From an optimization exercise on the open Yosys and OpenROAD flow, aimed at small area, a short achievable clock period and few clock cycles; shortcuts taken in it are not production practice.
No run shown here included a check of the RTL's function; only the layout flow was run.
Power is estimated from default activity; no workload was simulated.

`flow/design.v`:
```
module bf_machine (
  input  logic       clk,
  input  logic       rst,
  input  logic [7:0] rx_data,
  input  logic       new_rx,
  output logic       rx_ready,
  output logic [7:0] tx_data,
  output logic       tx_send,
  input  logic       tx_busy,
  output logic [2:0] state,
  output logic [4:0] err
);
  localparam logic [2:0] S_IDLE  = 3'd0;
  localparam logic [2:0] S_LOAD  = 3'd1;
  localparam logic [2:0] S_EXEC  = 3'd2;
  localparam logic [2:0] S_OUT   = 3'd3;
  localparam logic [2:0] S_IN    = 3'd4;
  localparam logic [2:0] S_SKIPR = 3'd5;
  localparam logic [2:0] S_SKIPL = 3'd6;
  localparam logic [2:0] OP_INC   = 3'd0;
  localparam logic [2:0] OP_DEC   = 3'd1;
  localparam logic [2:0] OP_LEFT  = 3'd2;
  localparam logic [2:0] OP_RIGHT = 3'd3;
  localparam logic [2:0] OP_JZ    = 3'd4;
  localparam logic [2:0] OP_JNZ   = 3'd5;
  localparam logic [2:0] OP_OUT   = 3'd6;
  localparam logic [2:0] OP_IN    = 3'd7;
  localparam int SDEPTH = 4;
  function automatic logic f_is_cmd(input logic [7:0] b);
    case (b)
      8'h2B, 8'h2D, 8'h3C, 8'h3E, 8'h5B, 8'h5D, 8'h2E, 8'h2C: f_is_cmd = 1'b1;
      default: f_is_cmd = 1'b0;
    endcase
  endfunction
  function automatic logic [2:0] f_encode(input logic [7:0] b);
    case (b)
      8'h2B:   f_encode = OP_INC;
      8'h2D:   f_encode = OP_DEC;
      8'h3C:   f_encode = OP_LEFT;
      8'h3E:   f_encode = OP_RIGHT;
      8'h5B:   f_encode = OP_JZ;
      8'h5D:   f_encode = OP_JNZ;
      8'h2E:   f_encode = OP_OUT;
      8'h2C:   f_encode = OP_IN;
      default: f_encode = OP_INC;
    endcase
  endfunction
  logic [2:0] r_prog0 [0:63];
  logic [2:0] r_prog1 [0:63];
  logic [2:0] r_prog2 [0:63];
  logic [2:0] r_prog3 [0:63];
  logic [7:0] r_mem   [0:255];
  logic [2:0] r_state;
  logic [8:0] r_pc;
  logic [5:0] r_pcq1;     
  logic [8:0] r_plen;
  logic [7:0] r_mp;
  logic [8:0] r_hw;       
  logic [4:0] r_nest;
  logic [4:0] r_err;
  logic [5:0] r_depth;    
  logic       r_deep;     
  logic [7:0] r_stk [0:SDEPTH-1];    
  logic [2:0] r_scnt;
  logic [7:0] r_tx;
  logic       r_wpend;    
  logic [7:0] r_waddr;
  logic [7:0] r_wdata;
  logic       st_idle, st_load, st_exec, st_out, st_in, st_skipr, st_skipl;
  assign st_idle  = (r_state == S_IDLE);
  assign st_load  = (r_state == S_LOAD);
  assign st_exec  = (r_state == S_EXEC);
  assign st_out   = (r_state == S_OUT);
  assign st_in    = (r_state == S_IN);
  assign st_skipr = (r_state == S_SKIPR);
  assign st_skipl = (r_state == S_SKIPL);
  logic [8:0] w_rem;
  logic [3:0] w_v;        
  assign w_rem = r_plen - r_pc;
  assign w_v[0] = (w_rem != 9'd0);
  assign w_v[1] = (w_rem > 9'd1);
  assign w_v[2] = (w_rem > 9'd2);
  assign w_v[3] = (w_rem > 9'd3);
  logic       w_pc0;
  assign w_pc0 = (r_pc == 9'd0);
  logic       w_stk_ok;
  assign w_stk_ok = (r_scnt != 3'd0) && !r_deep;
  logic [8:0] w_pcp [1:5];
  logic [5:0] w_pcq [1:5];
  logic [8:0] w_pcm1;
  logic [5:0] w_pcqm1, w_stkq;
  always_comb begin
    for (int k = 1; k <= 5; k++) begin
      w_pcp[k] = r_pc + 9'(k);
      w_pcq[k] = 6'((r_pc[7:0] + 8'(k + 4)) >> 2);
    end
    w_pcm1  = r_pc - 9'd1;
    w_pcqm1 = 6'((r_pc[7:0] + 8'd3) >> 2);
    w_stkq  = 6'((r_stk[0] + 8'd4) >> 2);
  end
  logic [7:0] w_mpp [1:4];
  logic [7:0] w_mpm [1:4];
  logic [4:1] w_lok;      
  logic [4:1] w_rok;      
  logic [4:1] w_hok;      
  logic [8:0] w_room;
  logic       w_fresh;
  assign w_room  = r_hw - {1'b0, r_mp};
  assign w_fresh = (w_room == 9'd0);
  always_comb begin
    for (int k = 1; k <= 4; k++) begin
      w_mpp[k] = r_mp + 8'(k);
      w_mpm[k] = r_mp - 8'(k);
      w_lok[k] = (r_mp >= 8'(k));
      w_rok[k] = (r_mp <= 8'(255 - k));
      w_hok[k] = (w_room >= 9'(k));
    end
  end
  logic [4:0] w_nk [0:8];    
  always_comb begin
    for (int k = 0; k <= 8; k++) w_nk[k] = r_nest + 5'(k) - 5'd4;
  end
  logic [3:0] w_nq;       
  assign w_nq[0] = (r_nest == 5'd0);
  assign w_nq[1] = (r_nest == 5'd1);
  assign w_nq[2] = (r_nest == 5'd2);
  assign w_nq[3] = (r_nest == 5'd3);
  logic [5:0] w_a [0:3];
  logic [2:0] w_b [0:3];
  logic [2:0] w_op [0:3];
  always_comb begin
    for (int b = 0; b < 4; b++) w_a[b] = (2'(b) < r_pc[1:0]) ? r_pcq1 : r_pc[7:2];
  end
  assign w_b[0] = r_prog0[w_a[0]];
  assign w_b[1] = r_prog1[w_a[1]];
  assign w_b[2] = r_prog2[w_a[2]];
  assign w_b[3] = r_prog3[w_a[3]];
  always_comb begin
    case (r_pc[1:0])
      2'd0: begin w_op[0] = w_b[0]; w_op[1] = w_b[1]; w_op[2] = w_b[2]; w_op[3] = w_b[3]; end
      2'd1: begin w_op[0] = w_b[1]; w_op[1] = w_b[2]; w_op[2] = w_b[3]; w_op[3] = w_b[0]; end
      2'd2: begin w_op[0] = w_b[2]; w_op[1] = w_b[3]; w_op[2] = w_b[0]; w_op[3] = w_b[1]; end
      default: begin w_op[0] = w_b[3]; w_op[1] = w_b[0]; w_op[2] = w_b[1]; w_op[3] = w_b[2]; end
    endcase
  end
  logic [3:0] d_inc, d_dec, d_left, d_right, d_jz, d_jnz, d_out, d_in;
  always_comb begin
    for (int i = 0; i < 4; i++) begin
      d_inc[i]   = w_v[i] && (w_op[i] == OP_INC);
      d_dec[i]   = w_v[i] && (w_op[i] == OP_DEC);
      d_left[i]  = w_v[i] && (w_op[i] == OP_LEFT);
      d_right[i] = w_v[i] && (w_op[i] == OP_RIGHT);
      d_jz[i]    = w_v[i] && (w_op[i] == OP_JZ);
      d_jnz[i]   = w_v[i] && (w_op[i] == OP_JNZ);
      d_out[i]   = w_v[i] && (w_op[i] == OP_OUT);
      d_in[i]    = w_v[i] && (w_op[i] == OP_IN);
    end
  end
  logic e1, e2, e3;
  logic [4:1] run;
  assign e1 = w_v[1] && (w_op[1] == w_op[0]);
  assign e2 = e1 && w_v[2] && (w_op[2] == w_op[0]);
  assign e3 = e2 && w_v[3] && (w_op[3] == w_op[0]);
  assign run[1] = !e1;
  assign run[2] = e1 && !e2;
  assign run[3] = e2 && !e3;
  assign run[4] = e3;
  logic w_brk;
  assign w_brk = w_stk_ok &&
                 ((run[1] && d_jnz[1]) || (run[2] && d_jnz[2]) || (run[3] && d_jnz[3]));
  logic w_clr;            
  assign w_clr = (d_inc[1] || d_dec[1]) && d_jnz[2];
  logic [7:0] w_cell;
  logic       w_cz;
  assign w_cell = w_fresh ? 8'd0 :
                  (r_wpend && (r_waddr == r_mp)) ? r_wdata : r_mem[r_mp];
  assign w_cz   = (w_cell == 8'd0);
  logic [7:0] w_newv;
  logic       w_newnz;
  logic [7:0] w_cp [1:4];
  logic [7:0] w_cm [1:4];
  logic [4:1] w_cpz, w_cmz;
  logic       w_isinc;
  always_comb begin
    for (int k = 1; k <= 4; k++) begin
      w_cp[k]  = w_cell + 8'(k);
      w_cm[k]  = w_cell - 8'(k);
      w_cpz[k] = (w_cell == 8'(256 - k));
      w_cmz[k] = (w_cell == 8'(k));
    end
  end
  assign w_isinc = (w_op[0] == OP_INC);
  always_comb begin
    w_newv  = 8'd0;
    w_newnz = 1'b0;
    for (int k = 1; k <= 4; k++) begin
      w_newv  = w_newv | ({8{run[k] && w_isinc}} & w_cp[k]) | ({8{run[k] && !w_isinc}} & w_cm[k]);
      w_newnz = w_newnz | (run[k] && w_isinc && !w_cpz[k]) | (run[k] && !w_isinc && !w_cmz[k]);
    end
  end
  logic [4:0] dep [0:4];
  logic [3:0] w_hit;
  logic       w_sfound;
  logic [1:0] w_sidx;
  logic       w_send;
  logic [4:0] w_snest;
  logic [2:0] w_nopen, w_nclose;
  always_comb begin
    dep[0] = {(r_nest > 5'd3), w_nq[3], w_nq[2], w_nq[1], w_nq[0]};
    for (int i = 0; i < 4; i++) begin
      if (d_jz[i])       dep[i+1] = {dep[i][4] | dep[i][3], dep[i][2:0], 1'b0};
      else if (d_jnz[i]) dep[i+1] = {dep[i][4], dep[i][4:1]};
      else               dep[i+1] = dep[i];
      w_hit[i] = d_jnz[i] && dep[i][0];
    end
    w_sfound = 1'b0;
    w_send   = 1'b0;
    w_sidx   = 2'd0;
    for (int i = 3; i >= 0; i--) begin
      if (w_hit[i]) begin
        w_sfound = 1'b1;
        w_send   = 1'b0;
        w_sidx   = 2'(i);
      end else if (!w_v[i]) begin
        w_sfound = 1'b0;
        w_send   = 1'b1;
      end
    end
    w_nopen  = 3'(d_jz[0]) + 3'(d_jz[1]) + 3'(d_jz[2]) + 3'(d_jz[3]);
    w_nclose = 3'(d_jnz[0]) + 3'(d_jnz[1]) + 3'(d_jnz[2]) + 3'(d_jnz[3]);
    w_snest = 5'd0;
    for (int k = -4; k <= 4; k++)
      w_snest = w_snest | ({5{(4'(w_nopen) - 4'(w_nclose)) == 4'(k)}} & w_nk[k+4]);
  end
  logic       w_rx_cmd;
  logic [2:0] w_rx_op;
  logic [8:0] w_plen_eff;
  logic       w_prog_we;
  assign w_rx_cmd   = f_is_cmd(rx_data);
  assign w_rx_op    = f_encode(rx_data);
  assign w_plen_eff = st_idle ? 9'd0 : r_plen;
  assign w_prog_we  = (st_idle || st_load) && new_rx && w_rx_cmd && !w_plen_eff[8];
  assign tx_data  = r_tx;
  assign tx_send  = st_out && !tx_busy;
  assign rx_ready = st_in;
  assign state    = r_state;
  assign err      = r_err;
  localparam logic [3:0] PC_HOLD = 4'd0, PC_P1 = 4'd1, PC_P2 = 4'd2, PC_P3 = 4'd3,
                         PC_P4 = 4'd4, PC_P5 = 4'd5, PC_M1 = 4'd6, PC_STK = 4'd7,
                         PC_ZERO = 4'd8;
  logic [2:0] n_state;
  logic [3:0] pcsel;
  logic [8:0] n_pc;
  logic [5:0] n_pcq1;
  logic [8:0] n_plen;
  logic [7:0] n_mp;
  logic [8:0] n_hw;
  logic [4:0] n_nest;
  logic [4:0] n_err;
  logic [5:0] n_depth;
  logic       n_deep;
  logic       n_txe;
  logic       s_push, s_pop;
  logic       m_we;
  logic [7:0] m_wd;
  always_comb begin
    n_state = r_state;
    pcsel   = PC_HOLD;
    n_plen  = r_plen;
    n_mp    = r_mp;
    n_nest  = r_nest;
    n_err   = r_err;
    n_depth = r_depth;
    n_deep  = r_deep;
    n_txe   = 1'b0;
    s_push  = 1'b0;
    s_pop   = 1'b0;
    m_we    = 1'b0;
    m_wd    = 8'd0;
    case (r_state)
      S_IDLE, S_LOAD: begin
        if (new_rx) begin
          if (st_idle) begin
            n_err   = 5'd0;
            n_depth = 6'd0;
            n_deep  = 1'b0;
          end
          if (rx_data == 8'h21) begin
            n_plen  = w_plen_eff;
            n_state = S_EXEC;
            pcsel   = PC_ZERO;
            n_mp    = 8'd0;
          end else if (w_rx_cmd) begin
            if (w_plen_eff[8]) begin
              n_err[4] = 1'b1;
              n_state  = S_IDLE;
            end else begin
              n_plen  = w_plen_eff + 9'd1;
              n_state = S_LOAD;
              if (rx_data == 8'h5B) begin
                if (n_depth == 6'd31) n_deep = 1'b1;
                if (!n_depth[5]) n_depth = n_depth + 6'd1;
              end else if (rx_data == 8'h5D) begin
                if (n_depth != 6'd0) n_depth = n_depth - 6'd1;
              end
            end
          end else begin
            n_plen  = w_plen_eff;
            n_state = S_LOAD;
          end
        end
      end
      S_EXEC: begin
        if (!w_v[0]) begin
          n_state = S_IDLE;
        end else if (d_inc[0] || d_dec[0]) begin
          m_we = 1'b1;
          m_wd = w_newv;
          if (w_brk && w_newnz) begin
            pcsel = PC_STK;
          end else if (w_brk) begin
            s_pop = 1'b1;
            pcsel = run[1] ? PC_P2 : run[2] ? PC_P3 : PC_P4;
          end else begin
            pcsel = run[1] ? PC_P1 : run[2] ? PC_P2 : run[3] ? PC_P3 : PC_P4;
          end
        end else if (d_right[0]) begin
          if ((run[1] && !w_rok[1]) || (run[2] && !w_rok[2]) ||
              (run[3] && !w_rok[3]) || (run[4] && !w_rok[4])) begin
            n_err[2] = 1'b1;
            n_state  = S_IDLE;
          end else if ((run[1] && w_hok[1]) || (run[2] && w_hok[2]) ||
                       (run[3] && w_hok[3]) || (run[4] && w_hok[4])) begin
            n_mp  = ({8{run[1]}} & w_mpp[1]) | ({8{run[2]}} & w_mpp[2]) | ({8{run[3]}} & w_mpp[3]) | ({8{run[4]}} & w_mpp[4]);
            pcsel = run[1] ? PC_P1 : run[2] ? PC_P2 : run[3] ? PC_P3 : PC_P4;
          end else begin
            m_we  = w_fresh;
            n_mp  = w_mpp[1];
            pcsel = PC_P1;
          end
        end else if (d_left[0]) begin
          if ((run[1] && !w_lok[1]) || (run[2] && !w_lok[2]) ||
              (run[3] && !w_lok[3]) || (run[4] && !w_lok[4])) begin
            n_err[3] = 1'b1;
            n_state  = S_IDLE;
          end else begin
            n_mp  = ({8{run[1]}} & w_mpm[1]) | ({8{run[2]}} & w_mpm[2]) | ({8{run[3]}} & w_mpm[3]) | ({8{run[4]}} & w_mpm[4]);
            pcsel = run[1] ? PC_P1 : run[2] ? PC_P2 : run[3] ? PC_P3 : PC_P4;
          end
        end else if (d_jz[0]) begin
          if (w_clr) begin
            m_we  = 1'b1;
            pcsel = PC_P3;
          end else if (w_cz) begin
            n_nest  = 5'd0;
            pcsel   = PC_P1;
            n_state = S_SKIPR;
          end else begin
            pcsel  = PC_P1;
            s_push = !r_deep;
          end
        end else if (d_jnz[0]) begin
          if (w_cz) begin
            pcsel = PC_P1;
            s_pop = (r_scnt != 3'd0);
          end else if (w_stk_ok) begin
            pcsel = PC_STK;
          end else if (w_pc0) begin
            n_err[0] = 1'b1;
            n_state  = S_IDLE;
          end else begin
            n_nest  = 5'd0;
            pcsel   = PC_M1;
            n_state = S_SKIPL;
          end
        end else if (d_out[0]) begin
          n_txe   = 1'b1;
          n_state = S_OUT;
        end else begin
          n_state = S_IN;
        end
      end
      S_OUT: begin
        if (!tx_busy) begin
          pcsel   = PC_P1;
          n_state = S_EXEC;
        end
      end
      S_IN: begin
        if (new_rx) begin
          m_we    = 1'b1;
          m_wd    = rx_data;
          pcsel   = PC_P1;
          n_state = S_EXEC;
        end
      end
      S_SKIPR: begin
        if (r_deep) begin
          if (!w_v[0]) begin
            n_err[0] = 1'b1;
            n_state  = S_IDLE;
          end else if (d_jz[0]) begin
            if (r_nest == 5'd31) begin
              n_err[1] = 1'b1;
              n_state  = S_IDLE;
            end else begin
              n_nest = r_nest + 5'd1;
              pcsel  = PC_P1;
            end
          end else if (d_jnz[0]) begin
            pcsel = PC_P1;
            if (w_nq[0]) n_state = S_EXEC;
            else n_nest = r_nest - 5'd1;
          end else begin
            pcsel = PC_P1;
          end
        end else if (w_sfound) begin
          pcsel   = (w_sidx == 2'd0) ? PC_P1 : (w_sidx == 2'd1) ? PC_P2 :
                    (w_sidx == 2'd2) ? PC_P3 : PC_P4;
          n_state = S_EXEC;
        end else if (w_send) begin
          n_err[0] = 1'b1;
          n_state  = S_IDLE;
        end else begin
          n_nest = w_snest;
          pcsel  = PC_P4;
        end
      end
      S_SKIPL: begin
        if (d_jnz[0]) begin
          if (r_nest == 5'd31) begin
            n_err[1] = 1'b1;
            n_state  = S_IDLE;
          end else if (w_pc0) begin
            n_err[0] = 1'b1;
            n_state  = S_IDLE;
          end else begin
            n_nest = r_nest + 5'd1;
            pcsel  = PC_M1;
          end
        end else if (d_jz[0]) begin
          if (w_nq[0]) begin
            pcsel   = PC_P1;
            n_state = S_EXEC;
            s_push  = !r_deep;
          end else if (w_pc0) begin
            n_err[0] = 1'b1;
            n_state  = S_IDLE;
          end else begin
            n_nest = r_nest - 5'd1;
            pcsel  = PC_M1;
          end
        end else begin
          if (w_pc0) begin
            n_err[0] = 1'b1;
            n_state  = S_IDLE;
          end else begin
            pcsel = PC_M1;
          end
        end
      end
      default: n_state = S_IDLE;
    endcase
  end
  always_comb begin
    n_pc   = ({9{pcsel == PC_P1}}   & w_pcp[1]) | ({9{pcsel == PC_P2}} & w_pcp[2]) |
             ({9{pcsel == PC_P3}}   & w_pcp[3]) | ({9{pcsel == PC_P4}} & w_pcp[4]) |
             ({9{pcsel == PC_P5}}   & w_pcp[5]) | ({9{pcsel == PC_M1}} & w_pcm1) |
             ({9{pcsel == PC_STK}}  & {1'b0, r_stk[0]}) |
             ({9{pcsel == PC_HOLD}} & r_pc);
    n_pcq1 = ({6{pcsel == PC_P1}}   & w_pcq[1]) | ({6{pcsel == PC_P2}} & w_pcq[2]) |
             ({6{pcsel == PC_P3}}   & w_pcq[3]) | ({6{pcsel == PC_P4}} & w_pcq[4]) |
             ({6{pcsel == PC_P5}}   & w_pcq[5]) | ({6{pcsel == PC_M1}} & w_pcqm1) |
             ({6{pcsel == PC_STK}}  & w_stkq) |
             ({6{pcsel == PC_ZERO}} & 6'd1) |
             ({6{pcsel == PC_HOLD}} & r_pcq1);
  end
  always_comb begin
    n_hw = r_hw;
    if (st_idle || st_load) n_hw = 9'd0;
    else if (m_we && w_fresh) n_hw = r_hw + 9'd1;
  end
  always_ff @(posedge clk) begin
    if (w_prog_we) begin
      case (w_plen_eff[1:0])
        2'd0: r_prog0[w_plen_eff[7:2]] <= w_rx_op;
        2'd1: r_prog1[w_plen_eff[7:2]] <= w_rx_op;
        2'd2: r_prog2[w_plen_eff[7:2]] <= w_rx_op;
        default: r_prog3[w_plen_eff[7:2]] <= w_rx_op;
      endcase
    end
    if (r_wpend) r_mem[r_waddr] <= r_wdata;
    r_waddr <= r_mp;
    r_wdata <= m_wd;
    if (s_push) begin
      r_stk[0] <= w_pcp[1][7:0];
      for (int i = 1; i < SDEPTH; i++) r_stk[i] <= r_stk[i-1];
    end else if (s_pop) begin
      for (int i = 0; i < SDEPTH-1; i++) r_stk[i] <= r_stk[i+1];
    end
    if (n_txe) r_tx <= w_cell;
  end
  always_ff @(posedge clk or posedge rst) begin
    if (rst) begin
      r_state <= S_IDLE;
      r_pc    <= 9'd0;
      r_pcq1  <= 6'd1;
      r_plen  <= 9'd0;
      r_mp    <= 8'd0;
      r_hw    <= 9'd0;
      r_nest  <= 5'd0;
      r_err   <= 5'd0;
      r_depth <= 6'd0;
      r_deep  <= 1'b0;
      r_scnt  <= 3'd0;
      r_wpend <= 1'b0;
    end else begin
      r_state <= n_state;
      r_pc    <= n_pc;
      r_pcq1  <= n_pcq1;
      r_plen  <= n_plen;
      r_mp    <= n_mp;
      r_hw    <= n_hw;
      r_nest  <= n_nest;
      r_err   <= n_err;
      r_depth <= n_depth;
      r_deep  <= n_deep;
      r_wpend <= m_we;
      if (st_idle || st_load) begin
        r_scnt <= 3'd0;
      end else if (s_push) begin
        if (r_scnt != 3'(SDEPTH)) r_scnt <= r_scnt + 3'd1;
      end else if (s_pop) begin
        r_scnt <= r_scnt - 3'd1;
      end
    end
  end
endmodule
```
`flow/run.sh`:
```
#!/bin/bash
# synth_recipe.tcl (not shown) runs the flow's synth.tcl, then flattens the netlist and writes it again
# the make line also repeats each setting of config.mk as NAME=value (left out here)
make -C /OpenROAD-flow-scripts/flow DESIGN_CONFIG=/design/flow/config.mk WORK_HOME=/design/flow/orfs CLKGATE_MAP_FILE= SYNTH_SCRIPT=/design/flow/synth_recipe.tcl finish
```
`flow/config.mk`:
```
export PLATFORM = sky130hd
export DESIGN_NAME = bf_machine
export DESIGN_NICKNAME = bf_machine
export VERILOG_FILES = /design/flow/design.v
export SDC_FILE = /design/flow/constraint.sdc
export NUM_CORES = 4
export LEC_CHECK = 0
export CAP_MARGIN = 20
export CORE_MARGIN = 2
export CORE_UTILIZATION = 40
export SETUP_SLACK_MARGIN = 4
export SLEW_MARGIN = 20
```
`flow/constraint.sdc`:
```
create_clock -name core_clock -period 10.0 [get_ports {clk}]
set_input_delay 2.0000 -clock core_clock [delete_from_list [all_inputs] [get_ports {clk}]]
set_output_delay 2.0000 -clock core_clock [all_outputs]
set_load 0.01 [all_outputs]
```
==> results of run 1 <==
==> worst reg2reg max path, stage by stage (launching register included) <==
cell and delay, ps:
dfrtp_4 540, clkinvlp_4 120, ha_4 240, nand2b_2 470
o22ai_1 220, a22oi_1 260, nand3_1 130, a221o_1 460
a32o_1 350, a31oi_4 260, nand4_4 210, buf_4 210
nor2_4 190, mux2_2 400, a22oi_2 280, a221oi_1 200
nor2b_1 170, o21a_1 180, ha_1 190, o21ai_1 490
nand4_1 190, buf_6 180, buf_6 110, or3_4 360
o211a_1 150, o2111ai_2 180
==> final cells by class <==
class	instances	area share
well taps	4305	0.0355
repair buffers	650	0.0483
repair inverters	2	0.000124
multi-input cells	5053	0.269
inverters	106	0.00319
clock inverters	178	0.0119
clock buffers	371	0.0532
diodes	12	0.000198
flip-flops and latches	2937	0.579
==> per-layer routing <==
layer	GRT usage	up-vias	wire, µm
li1	-	34911	-
met1	0.337	43321	164000
met2	0.406	5350	199000
met3	0.0501	1274	42300
met4	0.152	8	31000
met5	0	-	50
==> power groups by stage <==
stage / Clock [µW] / Sequential [µW] / Combinational, µW
after floorplan: 0 / 14800 / 12800
after global placement: 0 / 14900 / 18700
after CTS: 11500 / 14500 / 22700
final: 11400 / 14500 / 24200
after detailed placement: 0 / 14900 / 18700
after global routing: 12000 / 14500 / 25200
==> final timing paths <==
kind | startpoint | end | slack, ps | cells past startpoint
setup / recovery | r_pc[0]$_DFF_PP0_ | r_pcq1[1]$_DFF_PP0_ | 3170 | 25
hold / removal | r_stk[2][4]$_DFFE_PP_ | r_stk[3][4]$_DFFE_PP_ | 450 | 0
setup reg to reg | r_pc[0]$_DFF_PP0_ | r_pcq1[1]$_DFF_PP0_ | 3170 | 25
hold reg to reg | r_stk[2][4]$_DFFE_PP_ | r_stk[3][4]$_DFFE_PP_ | 450 | 0
max in group asynchronous | rst | r_mp[2]$_DFFE_PP0P_ | 7280 | 3
min in group asynchronous | rst | r_nest[1]$_DFFE_PP0P_ | 1540 | 2
==> stage by stage <==
| step | total power, µW | instances | hold slack, ps | setup WS, ps | util |
|---|---|---|---|---|---|
| finish | 50200 | 13614 | 446 | 3170 | 0.472 |
| global route | 51700 | 13602 | 452 | 3050 | 0.472 |
| CTS | 48700 | 13529 | 441 | 3380 | 0.467 |
| detailed placement | 33700 | 12701 | 441 | 1290 | 0.420 |
| global placement | 33600 | 12700 | 438 | 1060 | 0.420 |
| floorplan | 27700 | 8658 | 345 | 3140 | - |
==> cell families after synthesis <==
group           after synthesis
compound gates             1588
xor+xnor                    100
fa+ha+maj                    96
buf+inv                     685
flops                      2937
mux                         865
simple gates               2387
==> synth_stat cells (all sizes together), types with 12 or more instances <==
| library cell | number | area [µm²] |
|---|---|---|
| a2111oi | 16 | 141 |
| a211oi | 44 | 335 |
| a21boi | 19 | 143 |
| a21o | 23 | 173 |
| a21oi | 253 | 1280 |
| a221oi | 68 | 602 |
| a22o | 15 | 131 |
| a22oi | 127 | 953 |
| a311oi | 15 | 131 |
| a31oi | 65 | 407 |
| and2 | 28 | 178 |
| and3 | 29 | 181 |
| buf | 301 | 1980 |
| clkbuf | 278 | 1040 |
| dfrtp | 64 | 1600 |
| dfxtp | 16 | 320 |
| edfxtp | 2856 | 85800 |
| ha | 88 | 1100 |
| inv | 99 | 372 |
| mux2 | 50 | 563 |
| mux2i | 370 | 3710 |
| mux4 | 445 | 10000 |
| nand2 | 508 | 1910 |
| nand2b | 51 | 319 |
| nand3 | 127 | 641 |
| nand4 | 53 | 338 |
| nor2 | 845 | 3170 |
| nor2b | 349 | 2190 |
| nor3 | 244 | 1240 |
| nor3b | 14 | 105 |
| nor4 | 37 | 238 |
| o211ai | 31 | 238 |
| o21a | 17 | 128 |
| o21ai | 290 | 1450 |
| o221ai | 18 | 158 |
| o22ai | 401 | 2510 |
| o311ai | 16 | 140 |
| o31ai | 30 | 230 |
| o41ai | 12 | 150 |
| or2 | 19 | 119 |
| or3 | 23 | 144 |
| or4 | 13 | 101 |
| xnor2 | 83 | 727 |
| xor2 | 17 | 149 |
==> layout by cell type (no fill, tap or decap), drive strengths merged, types with 128 or more instances in the layout <==
master,synthesis,layout
clkinv,7,135
nand3,127,128
nor2,845,845
o22ai,401,401
nand2,508,510
edfxtp,2856,2856
nor2b,349,349
mux2i,370,370
a21oi,253,253
buf,301,595
o21ai,290,291
nor3,244,244
mux4,445,445
clkbuf,278,377
==> registers in the layout, indices dropped and copies added (netlist names), 5 cells and up <==
signal,cells
r_mp,8
r_plen,9
r_prog3,192
r_waddr,8
r_pc,9
r_prog1,192
r_tx,8
r_prog0,192
r_nest,5
r_depth,6
r_prog2,192
r_wdata,8
r_mem,2048
r_err,5
r_pcq1,6
r_stk,32
r_hw,9
==> what timing repair did <==
| action | CTS | global route |
|---|---|---|
| endpoints found under the hold margin | 0 | 0 |
| pin swaps | 95 | 73 |
| resized for setup | 447 | 156 |
| gates cloned | 40 | 10 |
| setup endpoints to repair | 120 | 72 |
| buffers inserted | 239 | 61 |
==> summary.md, run 1 <==
| Metric | Value |
|---|---|
| Status | timing/DRC/antenna clean |
| Core area | 321000 µm² |
| Skew-Pair Late Insertion Delay | a little over 900 ps |
| Share of cells above drive strength 1 | 0.214 |
| Critical path's most frequent cell | buf_6 |
| F_max | 147 MHz |
| Remaining antenna violation count | 0 |
| Layout net count | 9162 |
| CTS Hold Bufs | 0 |
| Largest net degree at the start of global routing | 233 |
| TritonCTS Buffers | 304 |
| Worst Path Class, Setup | reg2reg |
| Final Cycle Share | 0.683 |
| FF+latch count, synth | 2937 |
| Final instance area | 152000 µm² |
| Io pins | 30 |
| Power per standard cell area | between 300 and 400 nW/µm² |
| Clock Power Share | 0.228 |
| Reg power frac | 0.289 |
| MaxCap Viol Count | 0 |
| Final setup TNS | 0 ps |
| DRC | 0 |
| RSZ-0062 raised after global routing | true |
| Hpwl dp | 263000 µm |
| Period minus WS final | 6830 ps |
| P_int | between 30000 and 40000 µW |
| Clock Pin Slew Worst Setup and Hold Paths | 60 ps |
| Simple-gate portion of the synthesized area | 0.0872 |
| Drt pass-1 iters | 7 |
| Vias in the first global route | roughly 82k |
| Clk_skew | around 70 ps |
| Routability Congestion | around 0.94 |
| Mean Syn Cell Area | 14.9 µm² |
| Overall routing resource usage | 0.259 |
| FILL cells | about 27k |
| Initial Utilization | 0.402 |
| Clk buf depth | 4 |
| CP max-delay cell | dfrtp_4 |
| Iter 0 DRT Violations | around 12k |
| Synth Area in Compound Gates | 0.0812 |
| Startpoint types | flip-flop |
| Syn Inst Count | approximately 8.7k |
| Slew headroom | 0.155 |
| IO buf count | 29 |
| Total wire length | 436000 µm |
| Initial antenna violation count | 15 |
| Synth unique cells | about 110 |
| Crit end category | flip-flop |
| Critical Path AT | 7590 ps |
| P&R area growth vs syn | 17.2% |
| Placed cell area | 135000 µm² |
| Reg area | slightly below 90000 µm² |
| Mapped Nets | 8766 |
| Setup-failing EPs final | 0 |
| Worst path max stage delay | 540 ps |
| Worst path buffer plus inverter count | 4 |
| Warnings, synthesis | 13 |
| Psw | 19800 µW |
| Max VDD drop | 0.937 mV |
| Post-synth top flop | edfxtp_1 |
| Clk sinks | 2937 |
| GR Overflow Total | 0 |
| Die area | 328000 µm² |
| HP Class | reg2reg |
| Num rows | 208 |
| Critical-path maximum fanout | 12 |
| Multiplexer share of the synthesized area | 0.110 |
| Slew Limit Fails | 0 |
| Post-Synth XOR/XNOR Area | 0.00677 |
| CP delay by family, top | compound AO/OA/AOI/OAI gates |
| Pleak | 0.0464 µW |
| Largest family of logic cells by synthesized area | multiplexers |
| Sequential area share after synthesis | 0.678 |
| Multi-input gate area | 40700 µm² |
| Post-Synth Adder-Cell Area | 0.00975 |
| Combinational power share | 0.483 |
| Async SR Flop Fraction | 0.0221 |
| Mapped Area | 129000 µm² |
| Sw Share | 0.394 |
| Vias per std cell | 6.23 |
| Worst-margin pin slew | 1270 ps |
| Worst Path Required | ~11000 ps |
| H-tree Lvls | 5 |
| Routed WL per cell | 32.1 µm |
| First-pass GRT wire length | 612000 µm |
| Final Hold Viols | 0 |
| Die W | 573 µm |
| Post-synth EDFFs | 2856 |
| Die Ht | 573 µm |
| TritonCTS clock tree | yes |
| Clk root buf | clkbuf_16 |
| Via Count | 84.9k |
==> run 2, diff against run 1 <==
--- a/flow/design.v
+++ b/flow/design.v
@@ -17,6 +17,7 @@
   localparam logic [2:0] S_IN    = 3'd4;
   localparam logic [2:0] S_SKIPR = 3'd5;
   localparam logic [2:0] S_SKIPL = 3'd6;
+  localparam logic [2:0] S_FETCH = 3'd7;
   localparam logic [2:0] OP_INC   = 3'd0;
   localparam logic [2:0] OP_DEC   = 3'd1;
   localparam logic [2:0] OP_LEFT  = 3'd2;
@@ -53,6 +54,9 @@
   logic [2:0] r_state;
   logic [8:0] r_pc;
   logic [5:0] r_pcq1;     
+  logic [5:0] r_pcq2;     
+  logic [2:0] r_w [0:3];  
+  logic [11:0] r_stkw [0:SDEPTH-1];      
   logic [8:0] r_plen;
   logic [7:0] r_mp;
   logic [8:0] r_hw;       
@@ -66,7 +70,7 @@
   logic       r_wpend;    
   logic [7:0] r_waddr;
   logic [7:0] r_wdata;
-  logic       st_idle, st_load, st_exec, st_out, st_in, st_skipr, st_skipl;
+  logic       st_idle, st_load, st_exec, st_out, st_in, st_skipr, st_skipl, st_fetch;
   assign st_idle  = (r_state == S_IDLE);
   assign st_load  = (r_state == S_LOAD);
   assign st_exec  = (r_state == S_EXEC);
@@ -74,6 +78,7 @@
   assign st_in    = (r_state == S_IN);
   assign st_skipr = (r_state == S_SKIPR);
   assign st_skipl = (r_state == S_SKIPL);
+  assign st_fetch = (r_state == S_FETCH);
   logic [8:0] w_rem;
   logic [3:0] w_v;        
   assign w_rem = r_plen - r_pc;
@@ -89,14 +94,19 @@
   logic [5:0] w_pcq [1:5];
   logic [8:0] w_pcm1;
   logic [5:0] w_pcqm1, w_stkq;
+  logic [5:0] w_pcr [1:5];
+  logic [5:0] w_pcrm1, w_stkr;
   always_comb begin
     for (int k = 1; k <= 5; k++) begin
       w_pcp[k] = r_pc + 9'(k);
       w_pcq[k] = 6'((r_pc[7:0] + 8'(k + 4)) >> 2);
+      w_pcr[k] = 6'((r_pc[7:0] + 8'(k + 8)) >> 2);
     end
     w_pcm1  = r_pc - 9'd1;
     w_pcqm1 = 6'((r_pc[7:0] + 8'd3) >> 2);
+    w_pcrm1 = 6'((r_pc[7:0] + 8'd7) >> 2);
     w_stkq  = 6'((r_stk[0] + 8'd4) >> 2);
+    w_stkr  = 6'((r_stk[0] + 8'd8) >> 2);
   end
   logic [7:0] w_mpp [1:4];
   logic [7:0] w_mpm [1:4];
@@ -125,11 +135,17 @@
   assign w_nq[1] = (r_nest == 5'd1);
   assign w_nq[2] = (r_nest == 5'd2);
   assign w_nq[3] = (r_nest == 5'd3);
+  logic       w_direct;
   logic [5:0] w_a [0:3];
   logic [2:0] w_b [0:3];
+  logic [2:0] w_rd [0:3];
   logic [2:0] w_op [0:3];
+  assign w_direct = st_idle || st_load || st_fetch;
   always_comb begin
-    for (int b = 0; b < 4; b++) w_a[b] = (2'(b) < r_pc[1:0]) ? r_pcq1 : r_pc[7:2];
+    for (int b = 0; b < 4; b++) begin
+      if (w_direct) w_a[b] = (2'(b) < r_pc[1:0]) ? r_pcq1 : r_pc[7:2];
+      else          w_a[b] = (2'(b) < r_pc[1:0]) ? r_pcq2 : r_pcq1;
+    end
   end
   assign w_b[0] = r_prog0[w_a[0]];
   assign w_b[1] = r_prog1[w_a[1]];
@@ -137,12 +153,22 @@
   assign w_b[3] = r_prog3[w_a[3]];
   always_comb begin
     case (r_pc[1:0])
-      2'd0: begin w_op[0] = w_b[0]; w_op[1] = w_b[1]; w_op[2] = w_b[2]; w_op[3] = w_b[3]; end
-      2'd1: begin w_op[0] = w_b[1]; w_op[1] = w_b[2]; w_op[2] = w_b[3]; w_op[3] = w_b[0]; end
-      2'd2: begin w_op[0] = w_b[2]; w_op[1] = w_b[3]; w_op[2] = w_b[0]; w_op[3] = w_b[1]; end
-      default: begin w_op[0] = w_b[3]; w_op[1] = w_b[0]; w_op[2] = w_b[1]; w_op[3] = w_b[2]; end
+      2'd0: begin w_rd[0] = w_b[0]; w_rd[1] = w_b[1]; w_rd[2] = w_b[2]; w_rd[3] = w_b[3]; end
+      2'd1: begin w_rd[0] = w_b[1]; w_rd[1] = w_b[2]; w_rd[2] = w_b[3]; w_rd[3] = w_b[0]; end
+      2'd2: begin w_rd[0] = w_b[2]; w_rd[1] = w_b[3]; w_rd[2] = w_b[0]; w_rd[3] = w_b[1]; end
+      default: begin w_rd[0] = w_b[3]; w_rd[1] = w_b[0]; w_rd[2] = w_b[1]; w_rd[3] = w_b[2]; end
     endcase
   end
+  always_comb begin
+    for (int i = 0; i < 4; i++) w_op[i] = r_w[i];
+  end
+  logic [2:0] w_ext [0:7];
+  always_comb begin
+    for (int i = 0; i < 4; i++) begin
+      w_ext[i]   = r_w[i];
+      w_ext[i+4] = w_rd[i];
+    end
+  end
   logic [3:0] d_inc, d_dec, d_left, d_right, d_jz, d_jnz, d_out, d_in;
   always_comb begin
     for (int i = 0; i < 4; i++) begin
@@ -168,8 +194,6 @@
   logic w_brk;
   assign w_brk = w_stk_ok &&
                  ((run[1] && d_jnz[1]) || (run[2] && d_jnz[2]) || (run[3] && d_jnz[3]));
-  logic w_clr;            
-  assign w_clr = (d_inc[1] || d_dec[1]) && d_jnz[2];
   logic [7:0] w_cell;
   logic       w_cz;
   assign w_cell = w_fresh ? 8'd0 :
@@ -198,6 +222,9 @@
       w_newnz = w_newnz | (run[k] && w_isinc && !w_cpz[k]) | (run[k] && !w_isinc && !w_cmz[k]);
     end
   end
+  logic w_clr, w_clr_done;
+  assign w_clr      = (d_inc[1] || d_dec[1]) && d_jnz[2];
+  assign w_clr_done = d_dec[1] ? (w_cell <= 8'd4) : (w_cz || w_cell >= 8'd252);
   logic [4:0] dep [0:4];
   logic [3:0] w_hit;
   logic       w_sfound;
@@ -252,6 +279,8 @@
   logic [3:0] pcsel;
   logic [8:0] n_pc;
   logic [5:0] n_pcq1;
+  logic [5:0] n_pcq2;
+  logic [2:0] n_w [0:3];
   logic [8:0] n_plen;
   logic [7:0] n_mp;
   logic [8:0] n_hw;
@@ -279,6 +308,7 @@
     m_wd    = 8'd0;
     case (r_state)
       S_IDLE, S_LOAD: begin
+        pcsel = PC_ZERO;
         if (new_rx) begin
           if (st_idle) begin
             n_err   = 5'd0;
@@ -288,7 +318,6 @@
           if (rx_data == 8'h21) begin
             n_plen  = w_plen_eff;
             n_state = S_EXEC;
-            pcsel   = PC_ZERO;
             n_mp    = 8'd0;
           end else if (w_rx_cmd) begin
             if (w_plen_eff[8]) begin
@@ -349,8 +378,12 @@
           end
         end else if (d_jz[0]) begin
           if (w_clr) begin
-            m_we  = 1'b1;
-            pcsel = PC_P3;
+            m_we = 1'b1;
+            if (w_clr_done) begin
+              pcsel = PC_P3;
+            end else begin
+              m_wd = d_dec[1] ? w_cm[4] : w_cp[4];
+            end
           end else if (w_cz) begin
             n_nest  = 5'd0;
             pcsel   = PC_P1;
@@ -371,7 +404,7 @@
           end else begin
             n_nest  = 5'd0;
             pcsel   = PC_M1;
-            n_state = S_SKIPL;
+            n_state = S_FETCH;
           end
         end else if (d_out[0]) begin
           n_txe   = 1'b1;
@@ -435,8 +468,9 @@
             n_err[0] = 1'b1;
             n_state  = S_IDLE;
           end else begin
-            n_nest = r_nest + 5'd1;
-            pcsel  = PC_M1;
+            n_nest  = r_nest + 5'd1;
+            pcsel   = PC_M1;
+            n_state = S_FETCH;
           end
         end else if (d_jz[0]) begin
           if (w_nq[0]) begin
@@ -447,22 +481,38 @@
             n_err[0] = 1'b1;
             n_state  = S_IDLE;
           end else begin
-            n_nest = r_nest - 5'd1;
-            pcsel  = PC_M1;
+            n_nest  = r_nest - 5'd1;
+            pcsel   = PC_M1;
+            n_state = S_FETCH;
           end
         end else begin
           if (w_pc0) begin
             n_err[0] = 1'b1;
             n_state  = S_IDLE;
           end else begin
-            pcsel = PC_M1;
+            pcsel   = PC_M1;
+            n_state = S_FETCH;
           end
         end
       end
+      S_FETCH: n_state = S_SKIPL;
       default: n_state = S_IDLE;
     endcase
   end
   always_comb begin
+    n_pcq2 = ({6{pcsel == PC_P1}}   & w_pcr[1]) | ({6{pcsel == PC_P2}} & w_pcr[2]) |
+             ({6{pcsel == PC_P3}}   & w_pcr[3]) | ({6{pcsel == PC_P4}} & w_pcr[4]) |
+             ({6{pcsel == PC_P5}}   & w_pcr[5]) | ({6{pcsel == PC_M1}} & w_pcrm1) |
+             ({6{pcsel == PC_STK}}  & w_stkr) |
+             ({6{pcsel == PC_ZERO}} & 6'd2) |
+             ({6{pcsel == PC_HOLD}} & r_pcq2);
+    for (int i = 0; i < 4; i++) begin
+      n_w[i] = ({3{pcsel == PC_P1}}   & w_ext[i+1]) | ({3{pcsel == PC_P2}} & w_ext[i+2]) |
+               ({3{pcsel == PC_P3}}   & w_ext[i+3]) | ({3{pcsel == PC_P4}} & w_ext[i+4]) |
+               ({3{pcsel == PC_STK}}  & r_stkw[0][3*i +: 3]) |
+               ({3{pcsel == PC_HOLD && !w_direct}} & r_w[i]) |
+               ({3{w_direct}} & w_rd[i]);
+    end
     n_pc   = ({9{pcsel == PC_P1}}   & w_pcp[1]) | ({9{pcsel == PC_P2}} & w_pcp[2]) |
              ({9{pcsel == PC_P3}}   & w_pcp[3]) | ({9{pcsel == PC_P4}} & w_pcp[4]) |
              ({9{pcsel == PC_P5}}   & w_pcp[5]) | ({9{pcsel == PC_M1}} & w_pcm1) |
@@ -494,10 +544,18 @@
     r_wdata <= m_wd;
     if (s_push) begin
       r_stk[0] <= w_pcp[1][7:0];
-      for (int i = 1; i < SDEPTH; i++) r_stk[i] <= r_stk[i-1];
+      r_stkw[0] <= {w_ext[4], w_ext[3], w_ext[2], w_ext[1]};
+      for (int i = 1; i < SDEPTH; i++) begin
+        r_stk[i]  <= r_stk[i-1];
+        r_stkw[i] <= r_stkw[i-1];
+      end
     end else if (s_pop) begin
-      for (int i = 0; i < SDEPTH-1; i++) r_stk[i] <= r_stk[i+1];
+      for (int i = 0; i < SDEPTH-1; i++) begin
+        r_stk[i]  <= r_stk[i+1];
+        r_stkw[i] <= r_stkw[i+1];
+      end
     end
+    for (int i = 0; i < 4; i++) r_w[i] <= n_w[i];
     if (n_txe) r_tx <= w_cell;
   end
   always_ff @(posedge clk or posedge rst) begin
@@ -505,6 +563,7 @@
       r_state <= S_IDLE;
       r_pc    <= 9'd0;
       r_pcq1  <= 6'd1;
+      r_pcq2  <= 6'd2;
       r_plen  <= 9'd0;
       r_mp    <= 8'd0;
       r_hw    <= 9'd0;
@@ -518,6 +577,7 @@
       r_state <= n_state;
       r_pc    <= n_pc;
       r_pcq1  <= n_pcq1;
+      r_pcq2  <= n_pcq2;
       r_plen  <= n_plen;
       r_mp    <= n_mp;
       r_hw    <= n_hw;
--- a/flow/config.mk
+++ b/flow/config.mk
@@ -8,5 +8,5 @@
 export CAP_MARGIN = 20
 export CORE_MARGIN = 2
 export CORE_UTILIZATION = 40
-export SETUP_SLACK_MARGIN = 4
+export SETUP_SLACK_MARGIN = 5
 export SLEW_MARGIN = 20
==> run 2 against run 1 <==
Against the previous run:
- wire length fell by 8.2%
- design area barely moved
- core utilization grew 0.44 points
- first-iteration DRC count shrank 7.5%
- worst hold slack worse by 19 ps
- die area shrank 0.83%
- global-route usage decreased by 2.0 points
- critical path depth fell by 3
==> summary.md, run 2 <==
| Metric | Value |
|---|---|
| Status | timing/DRC/antenna clean |
| Post-synth EDFFs | 2904 (+1.7%) |
| Sequential area share after synthesis | 0.698 (+0.0200) |
| Max VDD drop | 0.783 mV (-16%) |
| Overall routing resource usage | 0.239 (-0.0203) |
| Synth unique cells | 109 (-2.7%) |
| Critical-path maximum fanout | 23 (+11) |
| Crit end category | flip-flop |
| GR Overflow Total | 0 (unchanged) |
| Most frequent cells in the layout | 2904 x edfxtp_1, 646 x mux4_2, 628 x nor2_1 |
| Count leader, synth | edfxtp_1 |
| First-pass GRT wire length | 561000 µm (-8.4%) |
| Critical Path AT | 7030 ps (-560 ps) |
| Power per standard cell area | 239 nW/µm² (-28%) |
| Routability Congestion | 0.912 (-2.9%) |
| Core area | 319000 µm² (-0.88%) |
| Io pins | 30 (unchanged) |
| P&R area growth vs syn | 18.3% |
| Total wire length | 401000 µm (-8.2%) |
| Startpoint types | flip-flop |
| Max reg flops | 2048 (unchanged) |
| Clk_skew | 82.4 ps (+12.6 ps) |
| FF-to-FF setup slack | 3730 ps (+550 ps) |
| Pleak | 0.0511 µW (+10%) |
| FF-to-FF path depth | 22 (-12%) |
| Placed cell area | 134000 µm² (-0.52%) |
| Worst path max stage delay | 680 ps (+140 ps) |
| Worst Path Class, Setup | reg2reg |
| Commonest cells in the netlist | 2904 x edfxtp_1, 676 x nor2_1, 646 x mux4_2 |
| Initial antenna violation count | 13 (-2) |
| IO buf count | 29 (unchanged) |
| Hold Path End | r_stkw[3][5]$_DFFE_PP_ |
| FF+latch count, synth | 3003 (+2.2%) |
| Via Count | 77.3k (-8.9%) |
| Final Cycle Share | 0.627 (-0.0551) |
| Largest net degree at the start of global routing | 181 (-22%) |
| MaxCap Viol Count | 0 (unchanged) |
| Synth top area share | 0.680 (+0.0168) |
| Async SR Flop Fraction | 0.0236 (+0.00151) |
| Post-synth top flop | edfxtp_1 |
| Warnings, synthesis | 19 (+6) |
| Clk buf depth | 4 (unchanged) |
| Vias per std cell | 6.23 (-0.13%) |
| Worst-margin pin slew | 1220 ps (-46.9 ps) |
| Mapped Nets | 7703 (-12%) |
| RSZ-0062 raised after global routing | true |
| Reg-to-Reg Start | r_mp[4]$_DFFE_PP0P_ |
| Layout net count | 8111 (-11%) |
| Slew headroom | 0.183 (+0.0283) |
| Die area | 325000 µm² (-0.83%) |
| TritonCTS clock tree | yes |
| Setup-failing EPs final | 0 (unchanged) |
| Reg with most FFs | r_mem |
| Share of cells above drive strength 1 | 0.277 (+0.0621) |
| Routed WL per cell | 32.2 µm (+0.58%) |
| Final setup TNS | 0 ps (unchanged) |
| H-tree Lvls | 5 (unchanged) |
| Top cells by area, synth | edfxtp_1 68%, mux4_2 11%, mux2i_1 2.6%, nor2_1 2.0%, dfrtp_1 1.3% |
| Hpwl dp | 239000 µm (-9.2%) |
| Clock Pin Slew Worst Setup and Hold Paths | 70 ps (about the same) |
| Worst reg2reg endpoint | r_pcq1[1]$_DFF_PP0_ |
| Area leader, netlist | edfxtp_1 |
| TritonCTS Buffers | 308 (+1.3%) |
| F_max | 159 MHz (+8.8%) |
| Drt pass-1 iters | 11 (+4) |
| Mean Syn Cell Area | 16.9 µm² (+13%) |
| Clk sinks | 3003 (+2.2%) |
| Mapped Area | 128000 µm² (-0.84%) |
| Most common cell after layout, fill and taps aside | edfxtp_1 |
| Hold path startpoint | r_stkw[2][5]$_DFFE_PP_ |
| HP Class | reg2reg |
| Initial Utilization | 0.403 (about the same) |
| Period minus WS final | 6270 ps (-551 ps) |
| Final Hold Viols | 0 (unchanged) |
| Remaining antenna violation count | 0 (unchanged) |
| Final instance area | 152000 µm² (about the same) |
| Die Ht | 570 µm (-0.42%) |
| Clk root buf | clkbuf_16 |
| Worst hold path depth | 0 (unchanged) |
| Vias in the first global route | 75.1k (-8.1%) |
| Die W | 570 µm (-0.42%) |
| Worst Path Required | 10760 ps (about the same) |
| Syn Inst Count | 7595 (-12%) |
| WHS | 427 ps (-19.4 ps) |
| Iter 0 DRT Violations | 11.0k (-7.5%) |
| Num rows | 207 (-0.48%) |
| CTS Hold Bufs | 0 (unchanged) |
| Slew Limit Fails | 0 (unchanged) |
| DRC | 0 (unchanged) |
| Skew-Pair Late Insertion Delay | 900 ps (about the same) |
| CP max-delay cell | dfrtp_4 |
| Worst-path cell chain | buf_8 -> nor2_4 -> buf_4 -> a32o_2 -> o31ai_1 -> a311o_1 -> nand4_1 -> a31o_4 -> inv_2 -> ha_2 -> inv_2 -> a211o_1 -> o31ai_4 -> a21bo_4 -> or4_4 -> a21bo_4 -> buf_6 -> nor4_4 -> buf_4 -> buf_6 -> a2111oi_4 -> o21ai_1 |
## run 2: cell types whose count changed after synthesis, moves of 73 or more
cell,change
o22ai_1,-348
nor2b_1,-274
mux4_2,+201
nor2_1,-168
o21ai_0,-152
nor3_1,-73
## run 2: how the worst max path moves through the flow
stage	start	to	slack [ps]	cells after the start
3_5_place_dp	r_mp[3]$_DFFE_PP0P_	r_w[3][1]$_DFF_P_	1430	21
6_report	r_mp[4]$_DFFE_PP0P_	r_pcq1[1]$_DFF_PP0_	3730	22
2_1_floorplan	rx_data[3]	r_prog0[0][2]$_DFFE_PP_	2470	5
4_1_cts	r_mp[0]$_DFFE_PP0P_	r_w[3][1]$_DFF_P_	3910	26
3_3_place_gp	r_mp[0]$_DFFE_PP0P_	r_w[1][1]$_DFF_P_	1430	24
5_1_grt	r_mp[0]$_DFFE_PP0P_	r_pc[8]$_DFF_PP0_	3720	25
## run 2: area by class of cell
type,instances,area [µm²]
Clock buffer,372,8040
Inverter,79,397
Tap cell,4180,5230
Antenna cell,5,12.5
Timing Repair Buffer,586,6990
Sequential cell,3003,89600
Fill cell,26414,167000
Clock inverter,174,1840
Multi-Input combinational cell,4025,39500
## run 2: per-layer routing
layer  vias to the layer above  part of all wire  track usage
li1                      31328                 -            -
met4                         4             0.039       0.0795
met3                       872              0.11       0.0569
met1                     40318              0.40        0.337
met2                      4822              0.45        0.365
met5                         -          0.000075            0
## run 2: through the flow
| step | setup WS (ps) | power (µW) | std cells | util |
|---|---|---|---|---|
| after floorplan | 2470 | 19500 | 7595 | - |
| final | 3730 | 36300 | 12424 | 0.476 |
| after global routing | 3720 | 37300 | 12422 | 0.476 |
| after global placement | 1430 | 22000 | 11510 | 0.421 |
| after CTS | 3910 | 35600 | 12311 | 0.470 |
| after detailed placement | 1430 | 22000 | 11513 | 0.422 |
## run 2: kinds of logic (layout without fill, tap and decap cells)
family	count (synthesis)	count (layout)	share of synthesized area
and+or+nand+nor	1717	1724	0.0602
AOI/OAI and AO/OA	1034	1035	0.0558
other	0	5	0
xor gates and xnor gates	114	114	0.00778
adders and majority gates	96	96	0.00983
buffers and inverters	575	1211	0.0220
muxes	1056	1056	0.146
DFF	3003	3003	0.698
## run 2: what timing repair did
item	in CTS	in global routing
endpoints found under the setup margin	758	480
gates cloned	40	16
buffers inserted	212	89
pin swaps	144	122
resized for setup	555	216
hold endpoints to repair	0	0
## run 2: worst max-delay path: cells and delay by family (launching register included)
| family | cells | cell delay, ps |
|---|---|---|
| AOI/OAI and AO/OA | 10 | 2730 |
| buffers and inverters | 7 | 1260 |
| and+or+nand+nor | 4 | 1150 |
| DFF | 1 | 680 |
| adders and majority gates | 1 | 240 |
## run 2: power by group
part	switching (µW)	internal, µW
combinational	6300	4510
clock	4920	6590
sequential	232	13700
total	11400	24800

## separate check: timing with driven ports
How much do the figures lean on ideal ports? The routed layouts below were timed once more, with nothing changed but the port constraints.
Step 1, drivers: a clkbuf_16 drives clk and a buf_2 each remaining input, both assumed.
Step 2, shift: input delay + t, output delay - t, t = (earliest + latest rising clock arrival at the registers) / 2. This alone moves slack from input paths to output paths.
Slacks: ideal / step 1 / step 2; pairs: ideal / step 1.
run | t, ns | slack for setup (ns) | latest minus earliest clock arrival (ns) | slew at the worst register clock pin (ns)
run 1 | 0.980 | 3.175 / 3.175 / 3.175 | 0.073 / 0.073 | 0.07 / 0.07
run 2 | 0.965 | 3.726 / 3.726 / 3.726 | 0.091 / 0.091 | 0.07 / 0.07
After both steps every run listed still meets setup and hold.
